Background: an optimization exercise with open tools, aiming at small area, a short achievable clock period and few clock cycles. Do not read the settings as production practice. The RTL was checked by simulation tests, not by an equivalence proof against the original design.

== run B ==
Design bignum_top, start of the top module:
module bignum_top
(
    input  logic              i_clk,
    input  logic              i_rst_n,
    input  logic              i_req_valid,
    output logic              o_req_ready,
    input  logic [1:0]        i_req_op,
    input  logic [19:0]       i_req_a_addr,
    input  logic [19:0]       i_req_b_addr,
    input  logic [19:0]       i_req_dst_addr,
    input  logic [7:0]        i_req_a_len,
    input  logic [7:0]        i_req_b_len,
    output logic              o_rsp_valid,
    input  logic              i_rsp_ready,
    output logic [7:0]        o_rsp_len,
    output logic [19:0]       o_mem_addr,
    output logic              o_mem_we,
    output logic [15:0]       o_mem_wdata,
    input  logic [15:0]       i_mem_rdata
);
Size in the first run: roughly 3100 cells after synthesis, about 410 flip-flops, ~26000 um^2 of cells after synthesis.
export LEC_CHECK = 0
export ABC_AREA = 1
export ABC_CLOCK_PERIOD_IN_PS = 3000
export CAP_MARGIN = 20
export CORE_MARGIN = 5
export CORE_UTILIZATION = 60
export SETUP_SLACK_MARGIN = 5
export SLEW_MARGIN = 20
create_clock -name core_clock -period 9.0 [get_ports {i_clk}]
run.sh (not shown) runs the stock make flow with config.mk's settings and CLKGATE_MAP_FILE= SYNTH_SCRIPT=/design/flow/synth_recipe.tcl, a recipe that flattens the netlist after the stock synthesis.
The final layout from run B, which completed every stage, passed the timing, DRC and antenna checks at the end of the flow.
Testbench counts of run B, summed over its fixed seeds: cycles 11,912.
[inputs] run D vs run B
Settings: ABC_AREA removed (was 1); CORE_UTILIZATION changed from 60 to 40.
Run D vs run B — post-synthesis area per instance rose 6.3%.
Of the two candidates, run B has the better netlist area before placement and run D the worse one.
Comparing run D and run B, compound-cell area share of the yosys netlist is higher on run D.
Changes observed in run D relative to run B: die area has increased, via count picked up an extra 3.4%, number of buffers on the longest clock path roughly the same, worst setup slack went down by 0.037 ns.
Taking run B as the reference, in run D sequential share of layout area down 2.2 points; initial core utilization down 20 points.

========
Setup of yarrow:
Another version of the RTL of bignum_top (not shown whole).
Size in the first run: roughly 3300 cells after synthesis, ~430 flip-flops, about 150 I/O pins.
==> flow/config.mk <==
export PLATFORM = sky130hd
export DESIGN_NAME = bignum_top
export DESIGN_NICKNAME = bignum_top
export VERILOG_FILES = /design/flow/design.v
export SDC_FILE = /design/flow/constraint.sdc
export NUM_CORES = 4
export LEC_CHECK = 0
export ABC_AREA = 1
export ABC_CLOCK_PERIOD_IN_PS = 3000
export CAP_MARGIN = 20
export CORE_MARGIN = 5
export CORE_UTILIZATION = 40
export SETUP_SLACK_MARGIN = 5
export SLEW_MARGIN = 20
==> flow/constraint.sdc <==
create_clock -name core_clock -period 9.0 [get_ports {i_clk}]
set_input_delay 1.8000 -clock core_clock [delete_from_list [all_inputs] [get_ports {i_clk}]]
set_output_delay 1.8000 -clock core_clock [all_outputs]
set_load 0.01 [all_outputs]
standard.sh (not shown) runs the stock make flow with config.mk's settings and CLKGATE_MAP_FILE= SYNTH_SCRIPT=/design/flow/synth_recipe.tcl, a recipe that flattens the netlist after the stock synthesis.
==> flow/flow/run.sh <==
#!/bin/bash
# The standard layout flow (the standard.sh: the standard synthesis, then
# ORFS to the final layout with the same SDC and clock period), except that
# every input and output port gets a sky130_fd_sc_hd__buf_1 as its port
# buffer instead of the cell buffer_ports picks by default. Each tool's full
# output goes to its ORFS log under orfs/logs; make's output to standard.log.
set -euo pipefail
bash standard.sh "BUFFER_PORTS_ARGS=-buffer_cell sky130_fd_sc_hd__buf_1" SETUP_SLACK_MARGIN=6.0 finish > standard.log 2>&1
yarrow went all the way through synthesis, placement and routing and the layout is clean on timing, DRC and antenna.
Testbench counts of yarrow, summed over its fixed seeds: cycles 11,716.
### yarrow -> maple
==> flow/flow/run.sh <==
#!/bin/bash
# The standard layout flow (the standard.sh: the standard synthesis, then
# ORFS to the final layout with the same SDC and clock period) with two
# changes to how the layout is made:
#  - every input and output port still gets a buffer, but a
#    sky130_fd_sc_hd__buf_1 instead of the cell buffer_ports picks by default;
set -euo pipefail
bash standard.sh "BUFFER_PORTS_ARGS=-buffer_cell sky130_fd_sc_hd__buf_1" SETUP_SLACK_MARGIN=5.7 finish > standard.log 2>&1
Notes after the runs:
Relative to yarrow, total stage count of the critical path has decreased by 1 in maple.
Delta (maple minus yarrow): worst path setup slack after routing went up 0.027 ns; setup slack on the worst flop-to-flop path saw an increase.
Number of violations reported at the end of detailed-routing iteration 0: maple higher than yarrow
Taking yarrow as the reference, in maple via count went down by 3.2%; area growth from synthesis to layout fell by 9.7 points.
Looking at slowest library cell on the worst path, the sky130_fd_sc_hd__edfxtp_1 result is from maple; the sky130_fd_sc_hd__fa_2 one comes from yarrow.
Wire length on met1: higher on yarrow
Relative to yarrow, routed wire length has gone down in maple.
> inputs changed (maple -> ember)
==> flow/flow/run.sh <==
#!/bin/bash
# The standard layout flow (the standard.sh: the standard synthesis, then
# ORFS to the final layout with the same SDC and clock period), except that
# every input and output port gets a sky130_fd_sc_hd__buf_1 as its port
# buffer instead of the cell buffer_ports picks by default. Each tool's full
# output goes to its ORFS log under orfs/logs; make's output to standard.log.
set -euo pipefail
bash standard.sh "BUFFER_PORTS_ARGS=-buffer_cell sky130_fd_sc_hd__buf_1" SETUP_SLACK_MARGIN=5.7 finish > standard.log 2>&1
Findings:
- ember reached the end of the flow, and the finished layout is clean on the timing, DRC and antenna checks.
- The total length of routed met3 wires was comparable across maple and ember.
- Non-clock buffer count: maple vs ember identical
- From maple to ember the numbers moved as follows: sequential element share of the synthesized area held steady, total negative slack was more or less identical.
- Compared with maple, in ember clock-cell share of area has remained practically unchanged; first-iteration DRC count has remained practically unchanged; synthesized cell count has remained practically unchanged; met2 usage in global routing has remained practically unchanged.
What garnet does differently from ember at the input level:
- changing CORE_UTILIZATION from 40 to 55
Results
Per the comparison of garnet with ember, total wire length after detailed routing grew by about 5%, area of the core shows a reduction of 28%, number of clock buffers in the layout has decreased. Looking at setup slack across ember and garnet, the one that comes out higher is garnet. garnet reports its source of the critical timing path as b_one[3] while ember reports b_one[2].

what the ideal ports hide:
In the flow no input, the clock included, has a driving cell. The finished layouts below were timed again as built, in two steps.
Step 1 (the two cells are an assumption about what drives the block):
set clk [get_ports {i_clk}]
set_driving_cell -lib_cell sky130_fd_sc_hd__clkbuf_16 $clk
set_driving_cell -lib_cell sky130_fd_sc_hd__buf_2 [delete_from_list [all_inputs] $clk]
Step 2 moves the port delays by t, midway between the first and last clock arrival at a register: inputs arrive t later, outputs are due t later. That takes back most of the time a late clock gives input paths.
Slacks: no drivers / after step 1 / after step 2; pairs: no drivers / after step 1.
run	t, ns	setup WS [ns]	worst setup path at the end	latest minus earliest clock arrival (ns)
run B	0.658	5.114 / 5.114 / 4.567	input to register	0.026 / 0.026
run D	0.655	5.077 / 5.115 / 4.460	input to register	0.019 / 0.020
yarrow	0.674	5.695 / 5.695 / 5.501	input to register	0.063 / 0.063
maple	0.677	5.721 / 5.690 / 5.304	input to register	0.074 / 0.073
ember	0.677	5.721 / 5.690 / 5.304	input to register	0.074 / 0.073
garnet	0.661	5.733 / 5.733 / 5.264	input to register	0.030 / 0.031
After both steps setup and hold are still met in every run listed. For run D, which loses most, drivers alone change the setup slack by +0.038 ns; drivers and shift together by -0.617 ns.
